What follows belongs to an exercise in optimizing a design on an open flow for a short achievable clock period and few clock cycles per item; a production flow would make more cautious choices. In this exercise RTL edits were held to simulation tests only and were not proved equivalent to the original. Power figures rest on the tool's default switching activity, not on a simulated workload.

--- flow/run.sh ---
#!/bin/bash
# synth_recipe.tcl (not shown) runs the flow's synth.tcl, then flattens the netlist and writes it again
# the make line also repeats each setting of config.mk as NAME=value (left out here)
make -C /OpenROAD-flow-scripts/flow DESIGN_CONFIG=/design/flow/config.mk WORK_HOME=/design/flow/orfs CLKGATE_MAP_FILE= SYNTH_SCRIPT=/design/flow/synth_recipe.tcl finish
--- flow/config.mk ---
export PLATFORM = sky130hd
export DESIGN_NAME = alu_exec_unit
export DESIGN_NICKNAME = alu_exec_unit
export VERILOG_FILES = /design/flow/design.v
export SDC_FILE = /design/flow/constraint.sdc
export NUM_CORES = 4
export LEC_CHECK = 0
export CAP_MARGIN = 20
export CORE_MARGIN = 2
export CORE_UTILIZATION = 40
export SLEW_MARGIN = 20
--- flow/constraint.sdc ---
create_clock -name core_clock -period 9.0 [get_ports {clk}]
set_input_delay 1.8000 -clock core_clock [delete_from_list [all_inputs] [get_ports {clk}]]
set_output_delay 1.8000 -clock core_clock [all_outputs]
set_load 0.01 [all_outputs]
--- flow/design.v ---
`default_nettype none
package alu_exec_pkg;
    localparam logic [4:0] c_OP_ADD    = 5'd0;
    localparam logic [4:0] c_OP_SUB    = 5'd1;
    localparam logic [4:0] c_OP_XOR    = 5'd2;
    localparam logic [4:0] c_OP_OR     = 5'd3;
    localparam logic [4:0] c_OP_AND    = 5'd4;
    localparam logic [4:0] c_OP_SLL    = 5'd5;
    localparam logic [4:0] c_OP_SRL    = 5'd6;
    localparam logic [4:0] c_OP_SRA    = 5'd7;
    localparam logic [4:0] c_OP_SLT    = 5'd8;
    localparam logic [4:0] c_OP_SLTU   = 5'd9;
    localparam logic [4:0] c_OP_MUL    = 5'd16;
    localparam logic [4:0] c_OP_MULH   = 5'd17;
    localparam logic [4:0] c_OP_MULHSU = 5'd18;
    localparam logic [4:0] c_OP_MULHU  = 5'd19;
    localparam logic [4:0] c_OP_DIV    = 5'd20;
    localparam logic [4:0] c_OP_DIVU   = 5'd21;
    localparam logic [4:0] c_OP_REM    = 5'd22;
    localparam logic [4:0] c_OP_REMU   = 5'd23;
    localparam logic [1:0] c_ALU_OP_ADD    = 2'b00;
    localparam logic [1:0] c_ALU_OP_BRANCH = 2'b01;
    localparam logic [1:0] c_ALU_OP_RTYPE  = 2'b10;
    localparam logic [1:0] c_ALU_OP_ITYPE  = 2'b11;
    localparam logic [6:0] c_FUNCT7_ALT  = 7'd32;
    localparam logic [6:0] c_FUNCT7_MEXT = 7'd1;
endpackage
`default_nettype wire
`default_nettype none
module alu_op_decode
#(
    parameter int M_EXT = 1
) (
    input  logic [1:0] alu_op,
    input  logic [2:0] funct3,
    input  logic [6:0] funct7,
    output logic [4:0] op
);
    logic       w_alt;
    logic [4:0] w_base_op;
    assign w_alt = (funct7 == alu_exec_pkg::c_FUNCT7_ALT);
    always_comb begin
        w_base_op = alu_exec_pkg::c_OP_ADD;
        case (funct3)
            3'd0:    w_base_op = alu_exec_pkg::c_OP_ADD;
            3'd1:    w_base_op = alu_exec_pkg::c_OP_SLL;
            3'd2:    w_base_op = alu_exec_pkg::c_OP_SLT;
            3'd3:    w_base_op = alu_exec_pkg::c_OP_SLTU;
            3'd4:    w_base_op = alu_exec_pkg::c_OP_XOR;
            3'd5:    w_base_op = w_alt ? alu_exec_pkg::c_OP_SRA : alu_exec_pkg::c_OP_SRL;
            3'd6:    w_base_op = alu_exec_pkg::c_OP_OR;
            default: w_base_op = alu_exec_pkg::c_OP_AND;
        endcase
    end
    always_comb begin
        op = alu_exec_pkg::c_OP_ADD;
        case (alu_op)
            alu_exec_pkg::c_ALU_OP_ADD: op = alu_exec_pkg::c_OP_ADD;
            alu_exec_pkg::c_ALU_OP_BRANCH: begin
                case (funct3)
                    3'd4, 3'd5: op = alu_exec_pkg::c_OP_SLT;
                    3'd6, 3'd7: op = alu_exec_pkg::c_OP_SLTU;
                    default:    op = alu_exec_pkg::c_OP_SUB;
                endcase
            end
            alu_exec_pkg::c_ALU_OP_RTYPE: begin
                if ((M_EXT != 0) && (funct7 == alu_exec_pkg::c_FUNCT7_MEXT))
                    op = {2'b10, funct3};
                else if ((funct3 == 3'd0) && w_alt)
                    op = alu_exec_pkg::c_OP_SUB;
                else
                    op = w_base_op;
            end
            default: begin
                op = (funct3 == 3'd0) ? alu_exec_pkg::c_OP_ADD : w_base_op;
            end
        endcase
    end
endmodule
`default_nettype wire
`default_nettype none
module alu_exec_unit
#(
    parameter int XLEN  = 32,
    parameter int M_EXT = 1
) (
    input  logic            clk,
    input  logic            rst,
    input  logic            flush,
    input  logic            in_valid,
    output logic            in_ready,
    input  logic [1:0]      alu_op,
    input  logic [2:0]      funct3,
    input  logic [6:0]      funct7,
    input  logic [XLEN-1:0] op_a,
    input  logic [XLEN-1:0] op_b,
    output logic            out_valid,
    input  logic            out_ready,
    output logic [XLEN-1:0] result,
    output logic            result_zero
);
    localparam int W        = XLEN;
    localparam int PW       = 2 * XLEN;          
    localparam int SHW      = $clog2(XLEN);
    localparam int S_DIV0   = 2;                 
    localparam int S_DEND   = S_DIV0 + W;        
    localparam int S_MULRES = 6;                 
    localparam int S_LAST   = S_DEND + 2;        
    localparam int CAP      = S_LAST + 2;        
    localparam int CW       = $clog2(CAP + 1);
    localparam int NPP      = W + 2;             
    logic          r_in_ready;
    logic          r_out_valid;
    logic [CW-1:0] r_outst;
    logic          w_acc;
    logic          w_xfer;
    logic [CW-1:0] w_outst_n;
    assign w_acc     = in_valid && r_in_ready;
    assign w_xfer    = r_out_valid && out_ready;
    assign w_outst_n = r_outst + {{(CW-1){1'b0}}, w_acc} - {{(CW-1){1'b0}}, w_xfer};
    always_ff @(posedge clk or posedge rst) begin
        if (rst) begin
            r_in_ready <= 1'b0;
            r_outst    <= '0;
        end else if (flush) begin
            r_in_ready <= 1'b1;
            r_outst    <= '0;
        end else begin
            r_in_ready <= (w_outst_n < CAP);
            r_outst    <= w_outst_n;
        end
    end
    logic [S_LAST:1] r_v;
    always_ff @(posedge clk or posedge rst) begin
        if (rst)
            r_v <= '0;
        else if (flush)
            r_v <= '0;
        else
            r_v <= {r_v[S_LAST-1:1], w_acc};
    end
    logic [4:0]   w_op0;
    logic [4:0]   r_op1;
    logic [W-1:0] r_a1;
    logic [W-1:0] r_b1;
    alu_op_decode #(.M_EXT(M_EXT)) u_decode (
        .alu_op (alu_op),
        .funct3 (funct3),
        .funct7 (funct7),
        .op     (w_op0)
    );
    always_ff @(posedge clk) begin
        r_op1 <= w_op0;
        r_a1  <= op_a;
        r_b1  <= op_b;
    end
    logic           w_sub;
    logic [W:0]     w_sum;
    logic           w_sltu;
    logic           w_slt;
    logic [SHW-1:0] w_shamt;
    logic [W-1:0]   w_base;
    assign w_sub   = (r_op1 != alu_exec_pkg::c_OP_ADD);
    assign w_sum   = {1'b0, r_a1} + {1'b0, r_b1 ^ {W{w_sub}}} + {{W{1'b0}}, w_sub};
    assign w_sltu  = !w_sum[W];
    assign w_slt   = (r_a1[W-1] != r_b1[W-1]) ? r_a1[W-1] : w_sum[W-1];
    assign w_shamt = r_b1[SHW-1:0];
    always_comb begin
        case (r_op1)
            alu_exec_pkg::c_OP_ADD:  w_base = w_sum[W-1:0];
            alu_exec_pkg::c_OP_SUB:  w_base = w_sum[W-1:0];
            alu_exec_pkg::c_OP_XOR:  w_base = r_a1 ^ r_b1;
            alu_exec_pkg::c_OP_OR:   w_base = r_a1 | r_b1;
            alu_exec_pkg::c_OP_AND:  w_base = r_a1 & r_b1;
            alu_exec_pkg::c_OP_SLL:  w_base = r_a1 << w_shamt;
            alu_exec_pkg::c_OP_SRL:  w_base = r_a1 >> w_shamt;
            alu_exec_pkg::c_OP_SRA:  w_base = $signed(r_a1) >>> w_shamt;
            alu_exec_pkg::c_OP_SLT:  w_base = {{(W-1){1'b0}}, w_slt};
            alu_exec_pkg::c_OP_SLTU: w_base = {{(W-1){1'b0}}, w_sltu};
            default:                 w_base = '0;
        endcase
    end
    logic         w_isdiv;
    logic         w_ismul;
    logic         w_dsig;
    logic         w_qsel;
    logic         w_a_neg;
    logic         w_b_neg;
    logic         w_bz;
    logic         w_neg;
    logic [W-1:0] w_mag_a;
    logic [W-1:0] w_mag_b;
    assign w_isdiv = r_op1[4] && r_op1[2];
    assign w_ismul = r_op1[4] && !r_op1[2];
    assign w_dsig  = !r_op1[0];                  
    assign w_qsel  = !r_op1[1];                  
    assign w_a_neg = w_dsig && r_a1[W-1];
    assign w_b_neg = w_dsig && r_b1[W-1];
    assign w_bz    = (r_b1 == '0);
    assign w_neg   = w_qsel ? ((w_a_neg ^ w_b_neg) && !w_bz) : w_a_neg;
    assign w_mag_a = w_a_neg ? (~r_a1 + 1'b1) : r_a1;
    assign w_mag_b = w_b_neg ? (~r_b1 + 1'b1) : r_b1;
    logic              w_ma_sig;
    logic              w_mb_sig;
    logic [PW-1:0]     w_ma;
    logic [W:0]        w_mb;
    logic [NPP*PW-1:0] w_pp;
    assign w_ma_sig = (r_op1[1:0] != 2'd3);      
    assign w_mb_sig = (r_op1[1:0] == 2'd1);      
    assign w_ma     = {{(PW-W){w_ma_sig && r_a1[W-1]}}, r_a1};
    assign w_mb     = {w_mb_sig && r_b1[W-1], r_b1};
    always_comb begin
        for (int i = 0; i < W; i++)
            w_pp[i*PW +: PW] = w_mb[i] ? (w_ma << i) : '0;
        w_pp[W*PW +: PW]     = w_mb[W] ? {~w_ma[W-1:0], {W{1'b0}}} : '0;
        w_pp[(W+1)*PW +: PW] = {{(W-1){1'b0}}, w_mb[W], {W{1'b0}}};
    end
    localparam int N1 = 2 * (NPP / 3) + (NPP % 3);
    localparam int N2 = 2 * (N1 / 3) + (N1 % 3);
    localparam int N3 = 2 * (N2 / 3) + (N2 % 3);
    logic [N1*PW-1:0] w_l1;
    logic [N2*PW-1:0] w_l2;
    logic [N3*PW-1:0] w_l3;
    alu_csa_level #(.N(NPP), .W(PW)) u_csa1 (.in_rows(w_pp), .out_rows(w_l1));
    alu_csa_level #(.N(N1),  .W(PW)) u_csa2 (.in_rows(w_l1), .out_rows(w_l2));
    alu_csa_level #(.N(N2),  .W(PW)) u_csa3 (.in_rows(w_l2), .out_rows(w_l3));
    localparam int N4 = 2 * (N3 / 3) + (N3 % 3);
    localparam int N5 = 2 * (N4 / 3) + (N4 % 3);
    localparam int N6 = 2 * (N5 / 3) + (N5 % 3);
    localparam int N7 = 2 * (N6 / 3) + (N6 % 3);
    localparam int N8 = 2 * (N7 / 3) + (N7 % 3);
    logic [N3*PW-1:0] r_m2;
    logic [N6*PW-1:0] r_m3;
    logic [N8*PW-1:0] r_m4;
    logic [W:0]       r_lo5;
    logic [W-1:0]     r_hs5;
    logic [W-1:0]     r_hc5;
    logic [5:2]       r_mhi;                     
    logic [5:2]       r_ismul;
    logic [N4*PW-1:0] w_l4;
    logic [N5*PW-1:0] w_l5;
    logic [N6*PW-1:0] w_l6;
    logic [N7*PW-1:0] w_l7;
    logic [N8*PW-1:0] w_l8;
    logic [W:0]       w_lo;
    logic [W-1:0]     w_hi;
    logic [W-1:0]     w_prod;
    alu_csa_level #(.N(N3), .W(PW)) u_csa4 (.in_rows(r_m2), .out_rows(w_l4));
    alu_csa_level #(.N(N4), .W(PW)) u_csa5 (.in_rows(w_l4), .out_rows(w_l5));
    alu_csa_level #(.N(N5), .W(PW)) u_csa6 (.in_rows(w_l5), .out_rows(w_l6));
    alu_csa_level #(.N(N6), .W(PW)) u_csa7 (.in_rows(r_m3), .out_rows(w_l7));
    alu_csa_level #(.N(N7), .W(PW)) u_csa8 (.in_rows(w_l7), .out_rows(w_l8));
    assign w_lo   = {1'b0, r_m4[W-1:0]} + {1'b0, r_m4[PW+W-1:PW]};
    assign w_hi   = r_hs5 + r_hc5 + {{(W-1){1'b0}}, r_lo5[W]};
    assign w_prod = r_mhi[5] ? w_hi : r_lo5[W-1:0];
    always_ff @(posedge clk) begin
        r_m2  <= w_l3;
        r_m3  <= w_l6;
        r_m4  <= w_l8;
        r_lo5 <= w_lo;
        r_hs5 <= r_m4[PW-1:W];
        r_hc5 <= r_m4[2*PW-1:PW+W];
        r_mhi   <= {r_mhi[4:2], r_op1[1:0] != 2'd0};
        r_ismul <= {r_ismul[4:2], w_ismul};
    end
    logic [S_DEND:S_DIV0][W-1:0] r_rem;
    logic [S_DEND:S_DIV0][W-1:0] r_qa;
    logic [S_DEND:S_DIV0][W-1:0] r_dv;
    logic [S_DEND:S_DIV0]        r_isdiv;
    logic [S_DEND:S_DIV0]        r_qsel;
    logic [S_DEND:S_DIV0]        r_neg;
    always_ff @(posedge clk) begin
        r_rem[S_DIV0]   <= '0;
        r_qa[S_DIV0]    <= w_mag_a;
        r_dv[S_DIV0]    <= w_isdiv ? w_mag_b : w_base;
        r_isdiv[S_DIV0] <= w_isdiv;
        r_qsel[S_DIV0]  <= w_qsel;
        r_neg[S_DIV0]   <= w_neg;
    end
    genvar k;
    generate
        for (k = 0; k < W; k++) begin : g_div
            localparam int S = S_DIV0 + k;
            localparam logic [W-1:0] c_MASK = {W{1'b1}} >> (W - 1 - k);
            logic [W-1:0] w_rs;
            logic [W:0]   w_diff;
            logic         w_fits;
            logic [W-1:0] w_rnext;
            assign w_rs    = {r_rem[S][W-2:0], r_qa[S][W-1]};
            assign w_diff  = {1'b0, w_rs} - {1'b0, r_dv[S]};
            assign w_fits  = !w_diff[W];
            assign w_rnext = (w_fits ? w_diff[W-1:0] : w_rs) & c_MASK;
            always_ff @(posedge clk) begin
                r_rem[S+1]   <= w_rnext;
                r_qa[S+1]    <= {r_qa[S][W-2:0], w_fits};
                r_isdiv[S+1] <= r_isdiv[S];
                r_qsel[S+1]  <= r_qsel[S];
                r_neg[S+1]   <= r_neg[S];
            end
            if (S + 1 == S_MULRES) begin : g_mulres
                always_ff @(posedge clk)
                    r_dv[S+1] <= r_ismul[S_MULRES-1] ? w_prod : r_dv[S];
            end else begin : g_pass
                always_ff @(posedge clk)
                    r_dv[S+1] <= r_dv[S];
            end
        end
    endgenerate
    logic [W-1:0] w_x;
    logic [W-1:0] r_y;
    logic         r_cin;
    logic [W-1:0] r_res;
    assign w_x = r_qsel[S_DEND] ? r_qa[S_DEND] : r_rem[S_DEND];
    always_ff @(posedge clk) begin
        r_y   <= r_isdiv[S_DEND] ? (w_x ^ {W{r_neg[S_DEND]}}) : r_dv[S_DEND];
        r_cin <= r_isdiv[S_DEND] && r_neg[S_DEND];
        r_res <= r_y + {{(W-1){1'b0}}, r_cin};
    end
    logic [W:0]         w_pe;                    
    logic               w_pe_v;
    logic [CAP-1:0]     r_wp;
    logic [CAP-1:0]     r_rp;
    logic [CW-1:0]      r_fcnt;
    logic               r_fne;
    logic [CAP*(W+1)-1:0] r_mem;
    logic [W:0]         w_head;
    logic               w_take;
    logic               w_rd;
    logic [CW-1:0]      w_fcnt_n;
    logic [W-1:0]       r_result;
    logic               r_result_zero;
    assign w_pe_v   = r_v[S_LAST];
    assign w_pe     = {(r_res == '0), r_res};
    assign w_take   = !r_out_valid || out_ready;
    assign w_rd     = w_take && (r_fne || w_pe_v);
    assign w_fcnt_n = r_fcnt + {{(CW-1){1'b0}}, w_pe_v} - {{(CW-1){1'b0}}, w_rd};
    always_comb begin
        w_head = '0;
        for (int i = 0; i < CAP; i++)
            w_head = w_head | (r_mem[i*(W+1) +: (W+1)] & {(W+1){r_rp[i]}});
    end
    always_ff @(posedge clk or posedge rst) begin
        if (rst) begin
            r_out_valid <= 1'b0;
            r_wp        <= {{(CAP-1){1'b0}}, 1'b1};
            r_rp        <= {{(CAP-1){1'b0}}, 1'b1};
            r_fcnt      <= '0;
            r_fne       <= 1'b0;
        end else if (flush) begin
            r_out_valid <= 1'b0;
            r_wp        <= {{(CAP-1){1'b0}}, 1'b1};
            r_rp        <= {{(CAP-1){1'b0}}, 1'b1};
            r_fcnt      <= '0;
            r_fne       <= 1'b0;
        end else begin
            if (w_take)
                r_out_valid <= r_fne || w_pe_v;
            if (w_pe_v)
                r_wp <= {r_wp[CAP-2:0], r_wp[CAP-1]};
            if (w_rd)
                r_rp <= {r_rp[CAP-2:0], r_rp[CAP-1]};
            r_fcnt <= w_fcnt_n;
            r_fne  <= (w_fcnt_n != '0);
        end
    end
    always_ff @(posedge clk) begin
        for (int i = 0; i < CAP; i++)
            if (w_pe_v && r_wp[i])
                r_mem[i*(W+1) +: (W+1)] <= w_pe;
        if (w_rd)
            {r_result_zero, r_result} <= r_fne ? w_head : w_pe;
    end
    assign in_ready    = r_in_ready;
    assign out_valid   = r_out_valid;
    assign result      = r_result;
    assign result_zero = r_result_zero;
endmodule
module alu_csa_level
#(
    parameter int N = 3,
    parameter int W = 64
) (
    input  logic [N*W-1:0]                     in_rows,
    output logic [(2*(N/3)+(N%3))*W-1:0]       out_rows
);
    localparam int G = N / 3;
    always_comb begin
        for (int g = 0; g < G; g++) begin
            out_rows[(2*g)*W +: W]   = in_rows[(3*g)*W +: W] ^ in_rows[(3*g+1)*W +: W]
                                     ^ in_rows[(3*g+2)*W +: W];
            out_rows[(2*g+1)*W +: W] = ((in_rows[(3*g)*W +: W] & in_rows[(3*g+1)*W +: W])
                                      | (in_rows[(3*g)*W +: W] & in_rows[(3*g+2)*W +: W])
                                      | (in_rows[(3*g+1)*W +: W] & in_rows[(3*g+2)*W +: W])) << 1;
        end
        for (int r = 0; r < N % 3; r++)
            out_rows[(2*G+r)*W +: W] = in_rows[(3*G+r)*W +: W];
    end
endmodule
`default_nettype wire
==> results.json, run 1 <==
{
  "maxCapViolCount": 0,
  "drt_iter0_drc": 11144,
  "synth-edff-count": 1287,
  "p_per_area_nw_per_um2": 335,
  "root_buffer": "clkbuf_16",
  "cts_tree": "done",
  "power_mw": 76.2,
  "status": "timing/DRC/antenna clean",
  "cp_data_required_time_ns": 9.93,
  "chipHeight_um": 714,
  "worstPathMaxFanout": 49,
  "skew_ns": 0.106,
  "synth.top_cell.area_share_pct": 36.6,
  "first_pass_iters": 6,
  "seqCellArea_um2": 116000,
  "overflow": 0,
  "seq_area_frac_synth_pct": 57.4,
  "fillers": 45526,
  "via_per_inst": 5.18,
  "rows": 260,
  "h-tree-depth": 6,
  "hold_viol": 0,
  "cts_hold_buf": 0,
  "vias": 124170,
  "arrival_ns": 6.14,
  "drc": 0,
  "cp_slowest_stage_delay_ns": 0.67,
  "path_class": "reg2reg",
  "area_growth_pct": 13.0,
  "start_kind": "flip-flop",
  "die_x_um": 714,
  "postSynthAreaPerCell_um2": 12.1,
  "post_cts_buffers": 0,
  "fin_setup_tns_ns": 0,
  "post-route-min-period_ns": 5.21,
  "grt_pass1_vias": 125163,
  "crit_buf_inv": 2,
  "slowest_stage": "clkinv_2",
  "multi_input_area_um2": 76400,
  "synthArstFlopShare_pct": 2.49,
  "grt_max_degree": 81,
  "initial_core_util_pct": 40.2,
  "ios": 116,
  "antenna_found_initial": 16,
  "p_leak_nw": 96.0,
  "tightest_slew_ns": 1.15,
  "die-area_um2": 509000,
  "synth.most_common_cell": "dfxtp_1",
  "postCtsResizedCells": 0,
  "fp.coreArea_um2": 502000,
  "netlist_instances": 16640,
  "wire_per_inst_um": 22.8,
  "insertion_delay_ns": 1.08,
  "nets": 18896,
  "cts_buffers": 520,
  "setup_viol": 0,
  "maxSlewViolCount": 0,
  "numPortBuffers": 115,
  "gp_congestion": 0.948,
  "synth-warning-count": 10,
  "clk_path_buf_depth": 4,
  "rsz0062_at_grt": "no",
  "clk_pin_slew_worst_paths_ns": 0.06,
  "relSlewSlack_pct": 21.1,
  "crit_chain": "buf_4 -> clkinv_2 -> xnor2_1 -> ha_1 -> nor2b_1 -> o21ai_0 -> a21oi_1 -> o31ai_1 -> a31oi_1 -> a31o_2 -> a211o_1 -> a21oi_1 -> o21ai_0 -> a311o_1 -> o211ai_1",
  "synthTopCellsByCount": "3684 x dfxtp_1, 1935 x inv_1, 1453 x nor2_1",
  "layout-drive-gt1-share_pct": 8.27,
  "endpoint_kind": "flip-flop",
  "antenna_left": 0,
  "globalRouteTotalUtil_pct": 21.0,
  "crit_family": "compound AO/OA/AOI/OAI gates",
  "max_freq_ghz": 0.192,
  "synth-seq-cells": 5098,
  "hold_class": "reg2reg",
  "syn_area_um2": 201000,
  "yosysTopAreaCell": "dfxtp_1",
  "peakVddDrop_uv": 379,
  "dp_hpwl_um": 350000,
  "ys_types": 93,
  "timing.final.crit_share_pct": 57.9,
  "synth.net_count": 18683,
  "ys.flop_type": "dfxtp_1",
  "cts.sinks": 5098,
  "routed_wl_um": 546000,
  "grt_first_pass_wirelength_um": 803000,
  "synthTopCellsByArea": "dfxtp_1 37%, edfxtp_1 19%, fa_1 11%"
}
-- cells by family (layout without fill, tap and decap cells) --
family / Yosys count / count (layout) / synth area share, %
flip-flops: 5098 / 5098 / 57.4
AND/OR/NAND/NOR: 3312 / 3312 / 7.37
AO/OA/AOI/OAI: 2665 / 2665 / 9.02
buffers and inverters: 2574 / 3189 / 4.81
adder cells (fa/ha/maj): 1962 / 1962 / 16.4
XOR/XNOR: 612 / 612 / 2.66
multiplexers: 417 / 417 / 2.34
other: 0 / 12 / 0
-- worst paths after layout --
kind,startpoint,end,slack [ns],cells after the start
worst max-delay path,r_b1[2]$_DFF_P_,r_dv[0]$_DFF_P_,3.79,15
worst min-delay path,r_dv[413]$_DFF_P_,r_dv[445]$_DFF_P_,0.25,0
worst max register to register,r_b1[2]$_DFF_P_,r_dv[0]$_DFF_P_,3.79,15
worst min register to register,r_dv[413]$_DFF_P_,r_dv[445]$_DFF_P_,0.25,0
max in group asynchronous,rst,r_rp[31]$_DFFE_PP0P_,6.30,3
min in group asynchronous,rst,r_in_ready$_DFF_PP0_,1.17,2
-- per-layer routing --
layer  vias to the layer above  global-route usage [%]  part of all wire (%)
li1                      56568                       -                     -
met1                     61323                    26.2                    39
met2                      5049                    35.2                    47
met3                      1222                    3.76                   8.1
met4                         8                    10.2                   5.5
met5                         -                       0                0.0090
-- power breakdown --
part | internal [mW] | switching (mW) | total [mW]
Combinational | 9.90 | 13.2 | 23.1
Sequential | 28.6 | 2.76 | 31.4
Clock | 12.6 | 9.05 | 21.7
Total | 51.2 | 25.0 | 76.2
-- through the flow --
step | setup slack (ns) | utilization [%] | area, µm² | hold WS (ns) | instances
floorplan | 3.82 | - | 201000 | 0.310 | 16640
global placement | 3.25 | 41.9 | 210000 | 0.310 | 23010
detailed placement | 3.44 | 41.9 | 210000 | 0.312 | 23011
CTS | 3.95 | 45.4 | 228000 | 0.248 | 23935
global route | 3.64 | 45.4 | 228000 | 0.263 | 23944
finish | 3.79 | 45.4 | 228000 | 0.249 | 23948
-- worst reg2reg max path, delay by kind of cell (launching register included) --
family          cells  cell delay, ns
compound gates     10            2.81
xor+xnor            1            0.34
fa+ha+maj           1            0.35
buf+inv             2            1.17
flops               1            0.31
simple gates        1            0.15
-- final cells by class --
| class | count | area share [%] |
|---|---|---|
| Inverter | 1969 | 3.25 |
| Clock buffer | 709 | 6.44 |
| Timing Repair Buffer | 296 | 1.11 |
| Sequential cell | 5098 | 50.8 |
| Clock inverter | 215 | 1.13 |
| Antenna cell | 12 | 0.0132 |
| Tap cell | 6681 | 3.67 |
| Multi-Input combinational cell | 8968 | 33.6 |
-- placed cells by master (no fill, tap or decap), drive strengths merged, types with 201 or more instances in the layout --
cell type and count:
nor2 1453, a21o 201, nand2 797, a22o 266, fa 1139, a221oi 292, inv 2000, xnor2 443
clkbuf 709, ha 823, mux2 241, dfxtp 3684, edfxtp 1287, o21ai 626, a21oi 566
-- registers in the layout (all words and copies together), names as in the netlist, 33 cells and up --
name / flops
r_v: 36
r_rp: 38
r_neg: 33
r_dv: 1056
r_rem: 528
r_m2: 392
r_mem: 1254
r_lo5: 33
r_qsel: 33
r_wp: 38
r_isdiv: 33
r_qa: 1056
r_m4: 119
r_m3: 195
Testbench counts, summed over its fixed seeds: cycles 9,904, items 9,600.
==> run 2, diff against run 1 <==
--- a/flow/design.v
+++ b/flow/design.v
@@ -140,49 +140,81 @@
             r_v <= {r_v[S_LAST-1:1], w_acc};
     end
     logic [4:0]   w_op0;
-    logic [4:0]   r_op1;
+    logic         w_sub0;
     logic [W-1:0] r_a1;
     logic [W-1:0] r_b1;
+    logic [W-1:0] r_bx1;                         
+    logic         r_sub1;
+    logic         r_sel_add1;
+    logic         r_sel_xor1;
+    logic         r_sel_or1;
+    logic         r_sel_and1;
+    logic         r_sel_sll1;
+    logic         r_sel_sr1;
+    logic         r_sra1;
+    logic         r_sel_slt1;
+    logic         r_sel_sltu1;
+    logic         r_isdiv1;
+    logic         r_ismul1;
+    logic         r_dsig1;
+    logic         r_qsel1;
+    logic         r_ma_sig1;
+    logic         r_mb_sig1;
+    logic         r_mhi1;
     alu_op_decode #(.M_EXT(M_EXT)) u_decode (
         .alu_op (alu_op),
         .funct3 (funct3),
         .funct7 (funct7),
         .op     (w_op0)
     );
+    assign w_sub0 = (w_op0 == alu_exec_pkg::c_OP_SUB) || (w_op0 == alu_exec_pkg::c_OP_SLT) ||
+                    (w_op0 == alu_exec_pkg::c_OP_SLTU);
     always_ff @(posedge clk) begin
-        r_op1 <= w_op0;
-        r_a1  <= op_a;
-        r_b1  <= op_b;
+        r_a1        <= op_a;
+        r_b1        <= op_b;
+        r_bx1       <= op_b ^ {W{w_sub0}};
+        r_sub1      <= w_sub0;
+        r_sel_add1  <= (w_op0 == alu_exec_pkg::c_OP_ADD) || (w_op0 == alu_exec_pkg::c_OP_SUB);
+        r_sel_xor1  <= (w_op0 == alu_exec_pkg::c_OP_XOR);
+        r_sel_or1   <= (w_op0 == alu_exec_pkg::c_OP_OR);
+        r_sel_and1  <= (w_op0 == alu_exec_pkg::c_OP_AND);
+        r_sel_sll1  <= (w_op0 == alu_exec_pkg::c_OP_SLL);
+        r_sel_sr1   <= (w_op0 == alu_exec_pkg::c_OP_SRL) || (w_op0 == alu_exec_pkg::c_OP_SRA);
+        r_sra1      <= (w_op0 == alu_exec_pkg::c_OP_SRA);
+        r_sel_slt1  <= (w_op0 == alu_exec_pkg::c_OP_SLT);
+        r_sel_sltu1 <= (w_op0 == alu_exec_pkg::c_OP_SLTU);
+        r_isdiv1    <= w_op0[4] && w_op0[2];
+        r_ismul1    <= w_op0[4] && !w_op0[2];
+        r_dsig1     <= !w_op0[0];                    
+        r_qsel1     <= !w_op0[1];                    
+        r_ma_sig1   <= (w_op0[1:0] != 2'd3);         
+        r_mb_sig1   <= (w_op0[1:0] == 2'd1);         
+        r_mhi1      <= (w_op0[1:0] != 2'd0);         
     end
-    logic           w_sub;
     logic [W:0]     w_sum;
     logic           w_sltu;
     logic           w_slt;
     logic [SHW-1:0] w_shamt;
+    logic [W-1:0]   w_sll;
+    logic [W:0]     w_sr_x;
+    logic [W-1:0]   w_sr;
     logic [W-1:0]   w_base;
-    assign w_sub   = (r_op1 != alu_exec_pkg::c_OP_ADD);
-    assign w_sum   = {1'b0, r_a1} + {1'b0, r_b1 ^ {W{w_sub}}} + {{W{1'b0}}, w_sub};
+    assign w_sum   = {1'b0, r_a1} + {1'b0, r_bx1} + {{W{1'b0}}, r_sub1};
     assign w_sltu  = !w_sum[W];
     assign w_slt   = (r_a1[W-1] != r_b1[W-1]) ? r_a1[W-1] : w_sum[W-1];
     assign w_shamt = r_b1[SHW-1:0];
-    always_comb begin
-        case (r_op1)
-            alu_exec_pkg::c_OP_ADD:  w_base = w_sum[W-1:0];
-            alu_exec_pkg::c_OP_SUB:  w_base = w_sum[W-1:0];
-            alu_exec_pkg::c_OP_XOR:  w_base = r_a1 ^ r_b1;
-            alu_exec_pkg::c_OP_OR:   w_base = r_a1 | r_b1;
-            alu_exec_pkg::c_OP_AND:  w_base = r_a1 & r_b1;
-            alu_exec_pkg::c_OP_SLL:  w_base = r_a1 << w_shamt;
-            alu_exec_pkg::c_OP_SRL:  w_base = r_a1 >> w_shamt;
-            alu_exec_pkg::c_OP_SRA:  w_base = $signed(r_a1) >>> w_shamt;
-            alu_exec_pkg::c_OP_SLT:  w_base = {{(W-1){1'b0}}, w_slt};
-            alu_exec_pkg::c_OP_SLTU: w_base = {{(W-1){1'b0}}, w_sltu};
-            default:                 w_base = '0;
-        endcase
-    end
+    assign w_sll   = r_a1 << w_shamt;
+    assign w_sr_x  = $signed({r_sra1 && r_a1[W-1], r_a1}) >>> w_shamt;
+    assign w_sr    = w_sr_x[W-1:0];
+    assign w_base = ({W{r_sel_add1}} & w_sum[W-1:0])
+                  | ({W{r_sel_xor1}} & (r_a1 ^ r_b1))
+                  | ({W{r_sel_or1}}  & (r_a1 | r_b1))
+                  | ({W{r_sel_and1}} & (r_a1 & r_b1))
+                  | ({W{r_sel_sll1}} & w_sll)
+                  | ({W{r_sel_sr1}}  & w_sr)
+                  | {{(W-1){1'b0}}, (r_sel_slt1 && w_slt) || (r_sel_sltu1 && w_sltu)};
     logic         w_isdiv;
     logic         w_ismul;
-    logic         w_dsig;
     logic         w_qsel;
     logic         w_a_neg;
     logic         w_b_neg;
@@ -190,12 +222,11 @@
     logic         w_neg;
     logic [W-1:0] w_mag_a;
     logic [W-1:0] w_mag_b;
-    assign w_isdiv = r_op1[4] && r_op1[2];
-    assign w_ismul = r_op1[4] && !r_op1[2];
-    assign w_dsig  = !r_op1[0];                  
-    assign w_qsel  = !r_op1[1];                  
-    assign w_a_neg = w_dsig && r_a1[W-1];
-    assign w_b_neg = w_dsig && r_b1[W-1];
+    assign w_isdiv = r_isdiv1;
+    assign w_ismul = r_ismul1;
+    assign w_qsel  = r_qsel1;
+    assign w_a_neg = r_dsig1 && r_a1[W-1];
+    assign w_b_neg = r_dsig1 && r_b1[W-1];
     assign w_bz    = (r_b1 == '0);
     assign w_neg   = w_qsel ? ((w_a_neg ^ w_b_neg) && !w_bz) : w_a_neg;
     assign w_mag_a = w_a_neg ? (~r_a1 + 1'b1) : r_a1;
@@ -205,8 +236,8 @@
     logic [PW-1:0]     w_ma;
     logic [W:0]        w_mb;
     logic [NPP*PW-1:0] w_pp;
-    assign w_ma_sig = (r_op1[1:0] != 2'd3);      
-    assign w_mb_sig = (r_op1[1:0] == 2'd1);      
+    assign w_ma_sig = r_ma_sig1;
+    assign w_mb_sig = r_mb_sig1;
     assign w_ma     = {{(PW-W){w_ma_sig && r_a1[W-1]}}, r_a1};
     assign w_mb     = {w_mb_sig && r_b1[W-1], r_b1};
     always_comb begin
@@ -260,7 +291,7 @@
         r_lo5 <= w_lo;
         r_hs5 <= r_m4[PW-1:W];
         r_hc5 <= r_m4[2*PW-1:PW+W];
-        r_mhi   <= {r_mhi[4:2], r_op1[1:0] != 2'd0};
+        r_mhi   <= {r_mhi[4:2], r_mhi1};
         r_ismul <= {r_ismul[4:2], w_ismul};
     end
     logic [S_DEND:S_DIV0][W-1:0] r_rem;
@@ -360,7 +391,8 @@
             if (w_rd)
                 r_rp <= {r_rp[CAP-2:0], r_rp[CAP-1]};
             r_fcnt <= w_fcnt_n;
-            r_fne  <= (w_fcnt_n != '0);
+            r_fne  <= w_take ? (w_pe_v ? r_fne : (r_fne && (r_fcnt != {{(CW-1){1'b0}}, 1'b1})))
+                             : (r_fne || w_pe_v);
         end
     end
     always_ff @(posedge clk) begin
==> flow/flow/run.sh (new file) <==
#!/bin/bash
# The standard layout, with timing repair aimed below the design's
# period: the same ORFS make targets and settings as standard.sh, except a
# larger SETUP_SLACK_MARGIN. Synthesis settings are unchanged.
set -euo pipefail
MARGIN=5.7
sed -e "s/SETUP_SLACK_MARGIN=[0-9.]*/SETUP_SLACK_MARGIN=${MARGIN}/" standard.sh > standard_tight.sh
grep -q "SETUP_SLACK_MARGIN=${MARGIN}" standard_tight.sh
bash standard_tight.sh > standard_tight.log 2>&1
==> flow/standard.sh (new file) <==
#!/bin/bash
# synth_recipe.tcl (not shown) runs the flow's synth.tcl, then flattens the netlist and writes it again
# the make line also repeats each setting of config.mk as NAME=value (left out here)
make -C /OpenROAD-flow-scripts/flow DESIGN_CONFIG=/design/flow/config.mk WORK_HOME=/design/flow/orfs CLKGATE_MAP_FILE= SYNTH_SCRIPT=/design/flow/synth_recipe.tcl "${@:-finish}"
--- a/flow/config.mk
+++ b/flow/config.mk
@@ -5,7 +5,10 @@
 export SDC_FILE = /design/flow/constraint.sdc
 export NUM_CORES = 4
 export LEC_CHECK = 0
+export ABC_CLOCK_PERIOD_IN_PS = 3000
 export CAP_MARGIN = 20
 export CORE_MARGIN = 2
-export CORE_UTILIZATION = 40
+export CORE_UTILIZATION = 55
+export CTS_CLUSTER_SIZE = 30
+export SETUP_SLACK_MARGIN = 5
 export SLEW_MARGIN = 20
removed: flow/run.sh
==> results.json, run 2 <==
{
  "rsz0062_at_grt": "yes",
  "gp_congestion": 0.948,
  "globalRouteTotalUtil_pct": 29.8,
  "worstPathMaxFanout": 6,
  "via_per_inst": 5.62,
  "first_pass_iters": 6,
  "h-tree-depth": 6,
  "netlist_instances": 16603,
  "hold_class": "reg2reg",
  "status": "timing/DRC/antenna clean",
  "synthTopCellsByArea": "dfxtp_1 37%, edfxtp_1 19%, fa_1 11%",
  "syn_area_um2": 204000,
  "synth-edff-count": 1287,
  "synthTopCellsByCount": "3728 x dfxtp_1, 1963 x inv_1, 1523 x nor2_1",
  "relSlewSlack_pct": 7.32,
  "initial_core_util_pct": 55.2,
  "route.met3.wl_um": 46500,
  "post-route-min-period_ns": 3.51,
  "fp.coreArea_um2": 369000,
  "synth.top_cell.area_share_pct": 36.7,
  "grt_first_pass_wirelength_um": 822000,
  "cp_data_required_time_ns": 9.88,
  "fin_util_pct": 63.7,
  "highest_layer": "met5",
  "fillers": 28547,
  "setup_viol": 0,
  "maxSlewViolCount": 0,
  "drc": 0,
  "synthAdderAreaFrac_pct": 16.3,
  "endpoint_kind": "flip-flop",
  "routed_wl_um": 568000,
  "synth_top_family_by_area": "adder cells",
  "dp_hpwl_um": 355000,
  "yosysTopAreaCell": "dfxtp_1",
  "grt_max_degree": 77,
  "chipHeight_um": 612,
  "layout_commonest_cell": "dfxtp_1",
  "peakVddDrop_uv": 386,
  "ios": 116,
  "top_register": "r_mem",
  "drt_iter0_drc": 11958,
  "insertion_delay_ns": 1.04,
  "fin_setup_tns_ns": 0,
  "root_buffer": "clkbuf_16",
  "clk_pin_slew_worst_paths_ns": 0.06,
  "cts_tree": "done",
  "tightest_slew_ns": 1.38,
  "clk_path_buf_depth": 4,
  "route.met2.wl_um": 274000,
  "largest_register_ffs": 1254,
  "ys.flop_type": "dfxtp_1",
  "rows": 223,
  "overflow": 0,
  "antenna_found_initial": 31,
  "max_freq_ghz": 0.285,
  "crit_chain": "inv_2 -> ha_4 -> fa_2 -> nor2b_4 -> o2111ai_4 -> and3_4 -> o31ai_4 -> buf_6 -> a2111oi_4 -> o31ai_4 -> o31ai_4 -> o22ai_2 -> o31ai_4 -> buf_6 -> buf_12 -> buf_16 -> mux2_1",
  "slowest_stage": "a2111oi_4",
  "maxCapViolCount": 0,
  "die-area_um2": 375000,
  "path_class": "reg2reg",
  "critPathMostFrequentCell": "o31ai_4",
  "p_leak_nw": 99.2,
  "start_kind": "flip-flop",
  "synthMuxAreaShare_pct": 3.24,
  "synth_xor_area_share_pct": 2.55,
  "synth-seq-cells": 5142,
  "cts_buffers": 528,
  "cts.sinks": 5142,
  "reg_top3": "r_mem x1254, r_dv x1056, r_qa x1056",
  "numPortBuffers": 115,
  "skew_ns": 0.0493,
  "ys_types": 105,
  "timing.final.crit_share_pct": 39.0,
  "synth.most_common_cell": "dfxtp_1",
  "nets": 19136,
  "synth-warning-count": 10,
  "area_growth_pct": 15.3,
  "postSynthAreaPerCell_um2": 12.3,
  "synth.net_count": 18649,
  "p_per_area_nw_per_um2": 342,
  "hold_viol": 0,
  "synthArstFlopShare_pct": 2.47,
  "grt_pass1_vias": 127962,
  "die_x_um": 612,
  "layout-drive-gt1-share_pct": 12.9,
  "layout_common_cells": "3680 x dfxtp_1, 1911 x inv_1, 1502 x nor2_1, 1287 x edfxtp_1, 1113 x fa_1",
  "cp_slowest_stage_delay_ns": 0.39,
  "seq_area_frac_synth_pct": 57.2,
  "antenna_left": 0,
  "wl_met1_um": 213000,
  "synth-compound-area-share_pct": 8.62,
  "arrival_ns": 4.38,
  "vias": 126940,
  "wire_per_inst_um": 25.1,
  "synth_simple_gate_area_share_pct": 7.24
}
==> run 2: cell count changes after synthesis, moves of 44 or more <==
cell / previous run / this run
o21ai_0: 615 / 424
nand2_1: 797 / 672
mux2_2: 241 / 320
nor2_1: 1453 / 1523
a21o_1: 201 / 145
dfxtp_1: 3684 / 3728
==> run 2: critical path, delay by kind of cell (launching register included) <==
kind / cells / cell delay (ns)
AO/OA/AOI/OAI: 7 / 1.49
adder cells (fa/ha/maj): 2 / 0.37
buffers and inverters: 5 / 0.61
flip-flops: 1 / 0.31
multiplexers: 1 / 0.33
AND/OR/NAND/NOR: 2 / 0.31
==> run 2: final timing paths <==
path	to	startpoint	slack, ns	depth (start not counted)
setup reg to reg	r_rem[920]$_DFF_P_	r_qa[895]$_DFF_P_	5.49	17
max in group asynchronous	r_rp[22]$_DFFE_PP0P_	rst	6.55	3
hold / removal	r_qa[678]$_DFF_P_	r_qa[645]$_DFF_P_	0.28	0
min in group asynchronous	r_wp[22]$_DFFE_PP0P_	rst	1.24	2
hold reg to reg	r_qa[678]$_DFF_P_	r_qa[645]$_DFF_P_	0.28	0
setup / recovery	r_rem[920]$_DFF_P_	r_qa[895]$_DFF_P_	5.49	17
==> run 2: routing by layer <==
metal | up-vias | GRT usage (%)
li1 | 57279 | -
met1 | 62807 | 36.6
met2 | 5412 | 50.3
met3 | 1436 | 5.17
met4 | 6 | 16.0
met5 | - | 0
==> run 2: metrics by stage <==
| step | hold WS (ns) | power [mW] | worst slack (ns) | cell area (µm²) | instances |
|---|---|---|---|---|---|
| global placement | 0.309 | 55.4 | 3.94 | 210000 | 21259 |
| global route | 0.302 | 85.3 | 5.29 | 235000 | 22586 |
| CTS | 0.297 | 79.5 | 5.51 | 232000 | 22360 |
| detailed placement | 0.312 | 55.7 | 4.03 | 210000 | 21259 |
| floorplan | 0.310 | 48.1 | 5.26 | 204000 | 16603 |
| finish | 0.282 | 80.3 | 5.49 | 235000 | 22605 |
==> run 2: final cells by class <==
type                            instances  area (µm²)  share of cell area [%]
Clock buffer                          710       14800                    6.31
Sequential cell                      5142      117000                    49.7
Multi-Input combinational cell       8883       80200                    34.2
Timing Repair inverter                  1        8.76                 0.00373
Timing Repair Buffer                  544        5720                    2.44
Clock inverter                        244        3180                    1.36
Inverter                             1990        7630                    3.25
Antenna cell                          141         353                   0.150
Tap cell                             4950        6190                    2.64
==> run 2: repair_timing <==
action	4_1_cts	5_1_grt
resized for setup	610	384
hold buffers	0	0
endpoints found under the setup margin	928	654
pin swaps	103	184
buffers inserted	115	82
cloned	32	20
==> run 2: power breakdown <==
group | internal, mW | switching, mW
registers | 28.9 | 2.55
clock network | 13.1 | 9.27
logic | 11.7 | 14.8
total | 53.7 | 26.6
==> run 2: kinds of logic after synthesis <==
| family | Yosys count |
|---|---|
| flops | 5142 |
| simple gates | 3261 |
| buf+inv | 2587 |
| compound gates | 2500 |
| fa+ha+maj | 1965 |
| xor+xnor | 592 |
| mux | 556 |
Testbench counts of run 2, summed over its fixed seeds: cycles 9,904, items 9,600.
==> run 3, diff against run 2 <==
==> flow/run.sh (new file) <==
#!/bin/bash
# synth_recipe.tcl (not shown) runs the flow's synth.tcl, then flattens the netlist and writes it again
# the make line also repeats each setting of config.mk as NAME=value (left out here)
make -C /OpenROAD-flow-scripts/flow DESIGN_CONFIG=/design/flow/config.mk WORK_HOME=/design/flow/orfs CLKGATE_MAP_FILE= SYNTH_SCRIPT=/design/flow/synth_recipe.tcl finish
removed: flow/flow/run.sh
removed: flow/standard.sh
==> results.json, run 3 <==
{
  "status": "timing/DRC/antenna clean",
  "root_buffer": "clkbuf_16",
  "p_per_area_nw_per_um2": 340,
  "grtUsageMet1_pct": 36.5,
  "worstPathMaxFanout": 43,
  "dp_hpwl_um": 354000,
  "grt_util_met3_pct": 5.03,
  "syn_area_um2": 204000,
  "numPortBuffers": 115,
  "synthTopCellsByCount": "3728 x dfxtp_1, 1963 x inv_1, 1523 x nor2_1",
  "grt_max_degree": 72,
  "placedInstanceArea_um2": 210000,
  "power_mw": 77.8,
  "clk_path_buf_depth": 4,
  "globalRouteTotalUtil_pct": 29.0,
  "drt_iter0_drc": 11362,
  "synthTopCellsByArea": "dfxtp_1 37%, edfxtp_1 19%, fa_1 11%",
  "grt_first_pass_wirelength_um": 803000,
  "cts_tree": "done",
  "timing.final.crit_share_pct": 44.7,
  "rsz0062_at_grt": "yes",
  "reg_top3": "r_mem x1254, r_dv x1056, r_qa x1056",
  "layout-drive-gt1-share_pct": 9.40,
  "cts_buffers": 528,
  "max_freq_ghz": 0.249,
  "synth.most_common_cell": "dfxtp_1",
  "fillers": 28995,
  "cp_data_required_time_ns": 9.93,
  "setup_viol": 0,
  "drc": 0,
  "synth-warning-count": 10,
  "chipHeight_um": 612,
  "layout_common_cells": "3715 x dfxtp_1, 1934 x inv_1, 1522 x nor2_1, 1287 x edfxtp_1, 1140 x fa_1",
  "start_kind": "flip-flop",
  "hold_class": "reg2reg",
  "synth-edff-count": 1287,
  "nets": 18882,
  "final_cell_area_um2": 229000,
  "antenna_left": 0,
  "grt_use_met2_pct": 47.5,
  "synth.top_cell.area_share_pct": 36.7,
  "seq_area_frac_synth_pct": 57.2,
  "gp_congestion": 0.959,
  "overflow": 0,
  "tightest_slew_ns": 1.34,
  "synth-seq-cells": 5142,
  "endpoint_kind": "flip-flop",
  "die-area_um2": 375000,
  "antenna_found_initial": 39,
  "clk_pin_slew_worst_paths_ns": 0.06,
  "hold_viol": 0,
  "fp.coreArea_um2": 369000,
  "maxCapViolCount": 0,
  "skew_ns": 0.0796,
  "vias": 124873,
  "busiest_layer": "met2",
  "arrival_ns": 4.96,
  "top_register": "r_mem",
  "rows": 223,
  "initial_core_util_pct": 55.2,
  "first_pass_iters": 9,
  "ys_types": 105,
  "synthArstFlopShare_pct": 2.47,
  "p_leak_nw": 96.6,
  "yosysTopAreaCell": "dfxtp_1",
  "via_per_inst": 5.58,
  "largest_register_ffs": 1254,
  "ys.flop_type": "dfxtp_1",
  "layout_commonest_cell": "dfxtp_1",
  "insertion_delay_ns": 1.03,
  "maxSlewViolCount": 0,
  "synth.net_count": 18649,
  "fin_setup_tns_ns": 0,
  "post-route-min-period_ns": 4.02,
  "path_class": "reg2reg",
  "ios": 116,
  "routed_wl_um": 548000,
  "wire_per_inst_um": 24.5,
  "cts.sinks": 5142,
  "area_growth_pct": 12.4,
  "peakVddDrop_uv": 364,
  "relSlewSlack_pct": 10.1,
  "netlist_instances": 16603,
  "h-tree-depth": 6,
  "die_x_um": 612,
  "grt_pass1_vias": 125910,
  "postSynthAreaPerCell_um2": 12.3
}
-- run 3: kinds of logic after synthesis --
logic type | synth area share (%)
XOR/XNOR | 2.55
multiplexers | 3.24
adder cells (fa/ha/maj) | 16.3
AND/OR/NAND/NOR | 7.24
flip-flops | 57.2
buffers and inverters | 4.84
AO/OA/AOI/OAI | 8.62
-- run 3: per-stage QoR --
step | instances | hold WS, ns | util [%] | setup WS, ns
final | 22366 | 0.264 | 62.1 | 4.98
after global routing | 22354 | 0.307 | 62.1 | 4.91
after CTS | 22205 | 0.295 | 61.9 | 4.86
after detailed placement | 21246 | 0.312 | 57.0 | 4.12
after global placement | 21244 | 0.310 | 57.0 | 4.10
after floorplan | 16603 | 0.310 | - | 5.01
-- run 3: timing repair --
item | CTS | global route
hold buffers | 0 | 0
setup buffers | 5 | 5
gates cloned | 0 | 0
pin swaps | 3 | 4
gates resized for setup | 10 | 38
endpoints found under the setup margin | 138 | 270
-- run 3: power breakdown --
group / switching, mW / internal [mW]
combinational: 13.9 / 10.2
clock: 9.16 / 13.1
sequential: 2.48 / 28.9
-- run 3: worst paths after layout --
check	start	to	slack, ns	depth (start not counted)
worst max-delay path	r_b1[0]$_DFF_P_	r_dv[30]$_DFF_P_	4.98	12
worst min-delay path	r_qa[912]$_DFF_P_	r_qa[945]$_DFF_P_	0.26	0
worst max register to register	r_b1[0]$_DFF_P_	r_dv[30]$_DFF_P_	4.98	12
worst min register to register	r_qa[912]$_DFF_P_	r_qa[945]$_DFF_P_	0.26	0
max in group asynchronous	rst	r_rp[31]$_DFFE_PP0P_	6.51	3
min in group asynchronous	rst	r_wp[11]$_DFFE_PP0P_	1.28	2
-- run 3: cell type report --
class | instances | area (µm²) | area share, %
multi-input cells | 8874 | 77600 | 33.9
repair buffers | 300 | 2640 | 1.15
diodes | 156 | 390 | 0.171
clock buffers | 719 | 15000 | 6.57
inverters | 1990 | 7480 | 3.27
well taps | 4950 | 6190 | 2.71
clock inverters | 235 | 2910 | 1.27
flip-flops and latches | 5142 | 117000 | 50.9
-- run 3: worst max-delay path, stage by stage, from the launching register on --
cell	delay [ns]
dfxtp_2	0.31
buf_4	0.26
inv_2	0.57
buf_4	0.65
ha_1	0.31
a21oi_1	0.09
a21oi_1	0.37
a21o_1	0.20
nor2_1	0.05
o31ai_2	0.48
nor2_1	0.08
mux2_2	0.28
a211oi_1	0.21
-- run 3: routing by layer --
layer  up-vias  wire length [µm]
met5         -                64
met4        10             36600
met3      1303             46600
met2      5330            255000
met1     61510            210000
li1      56720                 -
==> run 4, diff against run 3 <==
--- a/flow/design.v
+++ b/flow/design.v
@@ -314,13 +314,21 @@
             localparam int S = S_DIV0 + k;
             localparam logic [W-1:0] c_MASK = {W{1'b1}} >> (W - 1 - k);
             logic [W-1:0] w_rs;
-            logic [W:0]   w_diff;
+            logic [W-1:0] w_diff;
             logic         w_fits;
             logic [W-1:0] w_rnext;
-            assign w_rs    = {r_rem[S][W-2:0], r_qa[S][W-1]};
-            assign w_diff  = {1'b0, w_rs} - {1'b0, r_dv[S]};
-            assign w_fits  = !w_diff[W];
-            assign w_rnext = (w_fits ? w_diff[W-1:0] : w_rs) & c_MASK;
+            if (k == 0) begin : g_rs0
+                assign w_rs = {{(W-1){1'b0}}, r_qa[S][W-1]};
+            end else begin : g_rsk
+                assign w_rs = {{(W-k){1'b0}}, r_rem[S][k-1:0], r_qa[S][W-1]};
+            end
+            alu_sub_ks #(.N(W)) u_sub (
+                .a    (w_rs),
+                .b    (r_dv[S]),
+                .diff (w_diff),
+                .ge   (w_fits)
+            );
+            assign w_rnext = (w_fits ? w_diff : w_rs) & c_MASK;
             always_ff @(posedge clk) begin
                 r_rem[S+1]   <= w_rnext;
                 r_qa[S+1]    <= {r_qa[S][W-2:0], w_fits};
@@ -407,6 +415,39 @@
     assign result      = r_result;
     assign result_zero = r_result_zero;
 endmodule
+module alu_sub_ks
+#(
+    parameter int N = 32
+) (
+    input  logic [N-1:0] a,
+    input  logic [N-1:0] b,
+    output logic [N-1:0] diff,
+    output logic         ge
+);
+    localparam int L = $clog2(N);
+    logic [L:0][N-1:0] w_g;
+    logic [L:0][N-1:0] w_p;
+    logic [N-1:0]      w_x;
+    assign w_x      = a ^ ~b;
+    assign w_g[0]   = (a & ~b) | {{(N-1){1'b0}}, w_x[0]};
+    assign w_p[0]   = w_x & {{(N-1){1'b1}}, 1'b0};
+    genvar l, i;
+    generate
+        for (l = 0; l < L; l++) begin : g_lvl
+            for (i = 0; i < N; i++) begin : g_bit
+                if (i >= (1 << l)) begin : g_op
+                    assign w_g[l+1][i] = w_g[l][i] | (w_p[l][i] & w_g[l][i-(1<<l)]);
+                    assign w_p[l+1][i] = w_p[l][i] & w_p[l][i-(1<<l)];
+                end else begin : g_pass
+                    assign w_g[l+1][i] = w_g[l][i];
+                    assign w_p[l+1][i] = w_p[l][i];
+                end
+            end
+        end
+    endgenerate
+    assign diff = w_x ^ {w_g[L][N-2:0], 1'b1};
+    assign ge   = w_g[L][N-1];
+endmodule
 module alu_csa_level
 #(
     parameter int N = 3,
==> flow/flow/run.sh (new file) <==
#!/bin/bash
# The standard layout, with timing repair aimed below the design's
# period: the same ORFS make targets and settings as standard.sh, except a
# larger SETUP_SLACK_MARGIN. Synthesis settings are unchanged.
set -euo pipefail
MARGIN=5.9
sed -e "s/SETUP_SLACK_MARGIN=[0-9.]*/SETUP_SLACK_MARGIN=${MARGIN}/" standard.sh > standard_tight.sh
grep -q "SETUP_SLACK_MARGIN=${MARGIN}" standard_tight.sh
bash standard_tight.sh > standard_tight.log 2>&1
==> flow/standard.sh (new file) <==
#!/bin/bash
# synth_recipe.tcl (not shown) runs the flow's synth.tcl, then flattens the netlist and writes it again
# the make line also repeats each setting of config.mk as NAME=value (left out here)
make -C /OpenROAD-flow-scripts/flow DESIGN_CONFIG=/design/flow/config.mk WORK_HOME=/design/flow/orfs CLKGATE_MAP_FILE= SYNTH_SCRIPT=/design/flow/synth_recipe.tcl "${@:-finish}"
--- a/flow/config.mk
+++ b/flow/config.mk
@@ -8,7 +8,7 @@
 export ABC_CLOCK_PERIOD_IN_PS = 3000
 export CAP_MARGIN = 20
 export CORE_MARGIN = 2
-export CORE_UTILIZATION = 55
+export CORE_UTILIZATION = 60
 export CTS_CLUSTER_SIZE = 30
 export SETUP_SLACK_MARGIN = 5
 export SLEW_MARGIN = 20
removed: flow/run.sh
==> results.json, run 4 <==
{
  "dp_hpwl_um": 345000,
  "rsz0062_at_grt": "yes",
  "swShare_pct": 33.6,
  "finalWorstSetupSlack_ns": 5.49,
  "fillers": 23552,
  "h-tree-depth": 6,
  "wire_per_inst_um": 25.0,
  "peakVddDrop_uv": 424,
  "power_mw": 81.6,
  "final_cell_area_um2": 238000,
  "critPathMostFrequentCell": "buf_4",
  "placedInstanceArea_um2": 209000,
  "syn_area_um2": 202000,
  "cp_data_required_time_ns": 9.88,
  "die-area_um2": 342000,
  "p_int_mw": 54.2,
  "via_per_inst": 5.73,
  "clk_path_buf_depth": 4,
  "grt_max_degree": 85,
  "first_pass_iters": 7,
  "cts_tree": "done",
  "synthTopCellsByArea": "dfxtp_1 37%, edfxtp_1 19%, fa_1 11%",
  "relSlewSlack_pct": 9.96,
  "synthTopCellsByCount": "3728 x dfxtp_1, 1962 x inv_1, 1451 x nor2_1",
  "maxCapViolCount": 0,
  "p_leak_nw": 101,
  "arrival_ns": 4.39,
  "path_class": "reg2reg",
  "synth-seq-cells": 5142,
  "synth-warning-count": 10,
  "reg_top3": "r_mem x1254, r_dv x1056, r_qa x1056",
  "largest_register_ffs": 1254,
  "ys_types": 92,
  "drc": 0,
  "tightest_slew_ns": 1.35,
  "rows": 213,
  "ios": 116,
  "synth-edff-count": 1287,
  "yosysTopAreaCell": "dfxtp_1",
  "root_buffer": "clkbuf_16",
  "whs_ns": 0.274,
  "setup_viol": 0,
  "cts_buffers": 518,
  "overflow": 0,
  "ys.flop_type": "dfxtp_1",
  "synth.top_cell.area_share_pct": 36.9,
  "antenna_left": 0,
  "clk_pin_slew_worst_paths_ns": 0.06,
  "antenna_found_initial": 35,
  "layout-drive-gt1-share_pct": 15.7,
  "initial_core_util_pct": 60.2,
  "synth.most_common_cell": "dfxtp_1",
  "drt_iter0_drc": 12832,
  "synth.net_count": 18746,
  "maxSlewViolCount": 0,
  "grt_first_pass_wirelength_um": 815000,
  "fp.coreArea_um2": 336000,
  "comb_power_share_pct": 34.3,
  "grt_pass1_vias": 127689,
  "synthArstFlopShare_pct": 2.47,
  "cp_slowest_stage_delay_ns": 0.42,
  "die_x_um": 585,
  "layout_common_cells": "3630 x dfxtp_1, 1878 x inv_1, 1424 x nor2_1, 1287 x edfxtp_1, 1106 x fa_1",
  "cts_hold_buf": 0,
  "crit_chain": "inv_1 -> ha_2 -> a21oi_2 -> o21ai_1 -> nor3b_2 -> a221oi_4 -> a2111o_1 -> a31o_1 -> nand4_1 -> a31oi_2 -> buf_4 -> buf_4 -> buf_4 -> buf_4 -> buf_4 -> nor4b_2 -> or2_4 -> a21oi_2",
  "insertion_delay_ns": 1.05,
  "slowest_stage": "a2111o_1",
  "switchingPower_mw": 27.4,
  "hold_viol": 0,
  "fin_setup_tns_ns": 0,
  "pre_cts_ws_ns": 4.21,
  "area_growth_pct": 17.6,
  "seq_area_frac_synth_pct": 57.6,
  "skew_ns": 0.0807,
  "layout_commonest_cell": "dfxtp_1",
  "routed_wl_um": 561000,
  "globalRouteTotalUtil_pct": 32.3,
  "hold_class": "reg2reg",
  "endpoint_kind": "flip-flop",
  "pwr-share-clk_pct": 27.0,
  "numPortBuffers": 115,
  "vias": 128365,
  "p_per_area_nw_per_um2": 343,
  "status": "timing/DRC/antenna clean",
  "netlist_instances": 16700,
  "max_freq_ghz": 0.285,
  "chipHeight_um": 585,
  "worstPathMaxFanout": 5,
  "nets": 19414,
  "postSynthAreaPerCell_um2": 12.1,
  "power_frac_seq_pct": 38.8,
  "cts.sinks": 5142,
  "start_kind": "flip-flop",
  "post-route-min-period_ns": 3.51,
  "gp_congestion": 0.966,
  "top_register": "r_mem",
  "timing.final.crit_share_pct": 39.0
}
[run 4: critical path: cells and delay by family (launching register included)]
kind | cells | cell delay (ns)
flops | 1 | 0.33
simple gates | 4 | 0.79
compound gates | 7 | 1.27
buf+inv | 6 | 0.68
fa+ha+maj | 1 | 0.33
[run 4: through the flow]
| stage | cells | utilization, % |
|---|---|---|
| after CTS | 22165 | 69.4 |
| after global placement | 20902 | 62.1 |
| final | 22409 | 70.8 |
| after detailed placement | 20903 | 62.1 |
| after global routing | 22400 | 70.8 |
| after floorplan | 16700 | - |
[run 4: cells by family (layout without fill, tap and decap cells)]
| logic type | count (synthesis) | in the layout | share of synthesized area, % |
|---|---|---|---|
| compound gates | 2673 | 2681 | 9.01 |
| xor+xnor | 587 | 587 | 2.54 |
| fa+ha+maj | 1965 | 1965 | 16.4 |
| buf+inv | 2596 | 3674 | 4.85 |
| flops | 5142 | 5142 | 57.6 |
| mux | 405 | 405 | 2.24 |
| other cells | 0 | 106 | 0 |
| simple gates | 3332 | 3334 | 7.38 |
[run 4: layout make-up]
cell class,count,area (µm²),share of cell area [%]
inverter,1983,7650,3.22
timing repair buffer,750,8280,3.48
clock buffer,734,15000,6.32
clock inverter,206,2800,1.18
antenna,106,265,0.112
sequential,5142,117000,49.0
timing repair inverter,1,8.76,0.00368
tap,4515,5650,2.38
multi-input combinational,8972,81600,34.3
[run 4: power by group through the flow]
stage	sequential, mW	clock, mW	combinational (mW)
2_1_floorplan	30.9	0	16.6
3_3_place_gp	31.9	0	22.5
3_5_place_dp	31.9	0	22.9
4_1_cts	31.5	22.3	26.2
5_1_grt	32.1	23.2	31.1
6_report	31.6	22.0	28.0
[run 4: layer usage]
layer  global-route usage (%)  vias to the layer above  part of all wire, %
li1                         -                    57736                    -
met1                     41.9                    63339                   39
met2                     52.1                     5974                   46
met3                     6.52                     1306                  9.4
met4                     15.1                       10                  5.4
met5                        0                        -                0.011
[run 4: path summary, 6_finish.rpt]
| path | from | end | cells past startpoint | slack (ns) |
|---|---|---|---|---|
| setup / recovery | r_dv[840]$_DFF_P_ | r_rem[890]$_DFF_P_ | 18 | 5.49 |
| hold / removal | r_mhi[4]$_DFF_P_ | r_mhi[5]$_DFF_P_ | 0 | 0.27 |
| setup reg to reg | r_dv[840]$_DFF_P_ | r_rem[890]$_DFF_P_ | 18 | 5.49 |
| hold reg to reg | r_mhi[4]$_DFF_P_ | r_mhi[5]$_DFF_P_ | 0 | 0.27 |
| max in group asynchronous | rst | r_v[15]$_DFF_PP0_ | 4 | 6.45 |
| min in group asynchronous | rst | r_wp[33]$_DFFE_PP0P_ | 3 | 1.35 |
[run 4: what timing repair did]
| action | CTS | global route |
|---|---|---|
| hold endpoints to repair | 0 | 0 |
| setup endpoints to repair | 1081 | 788 |
| cloned | 58 | 21 |
| pin swaps | 310 | 329 |
| resized for setup | 1055 | 782 |
| buffers inserted | 264 | 116 |
Testbench counts of run 4, summed over its fixed seeds: cycles 9,904, items 9,600.

## re-timing with driven ports
The flow's constraints put no driver on any port. The routed layouts listed below were extracted and timed again, unchanged, in two steps.
Step 1 sets driving cells, clkbuf_16 on the clock port and buf_2 on the other inputs (assumed; they add their load-dependent delay and slew).
Step 2, shift: input delay + t, output delay - t, t = (earliest + latest rising clock arrival at the registers) / 2. This alone moves slack from input paths to output paths.
Slacks: ideal / step 1 / step 2; pairs: ideal / step 1.
| run | t (ns) | setup slack, ns | worst hold slack (ns) |
|---|---|---|---|
| run 1 | 1.154 | 3.789 / 3.789 / 3.441 | 0.249 / 0.249 / 0.249 |
| run 2 | 1.121 | 5.494 / 5.494 / 4.717 | 0.282 / 0.282 / 0.282 |
| run 3 | 1.120 | 4.978 / 4.978 / 4.298 | 0.264 / 0.264 / 0.264 |
| run 4 | 1.123 | 5.493 / 5.493 / 4.949 | 0.274 / 0.274 / 0.274 |
After both steps setup and hold are still met in every run listed. The setup slack of run 2, which loses most, moves by 0.000 ns with the drivers and by -0.777 ns with both steps.
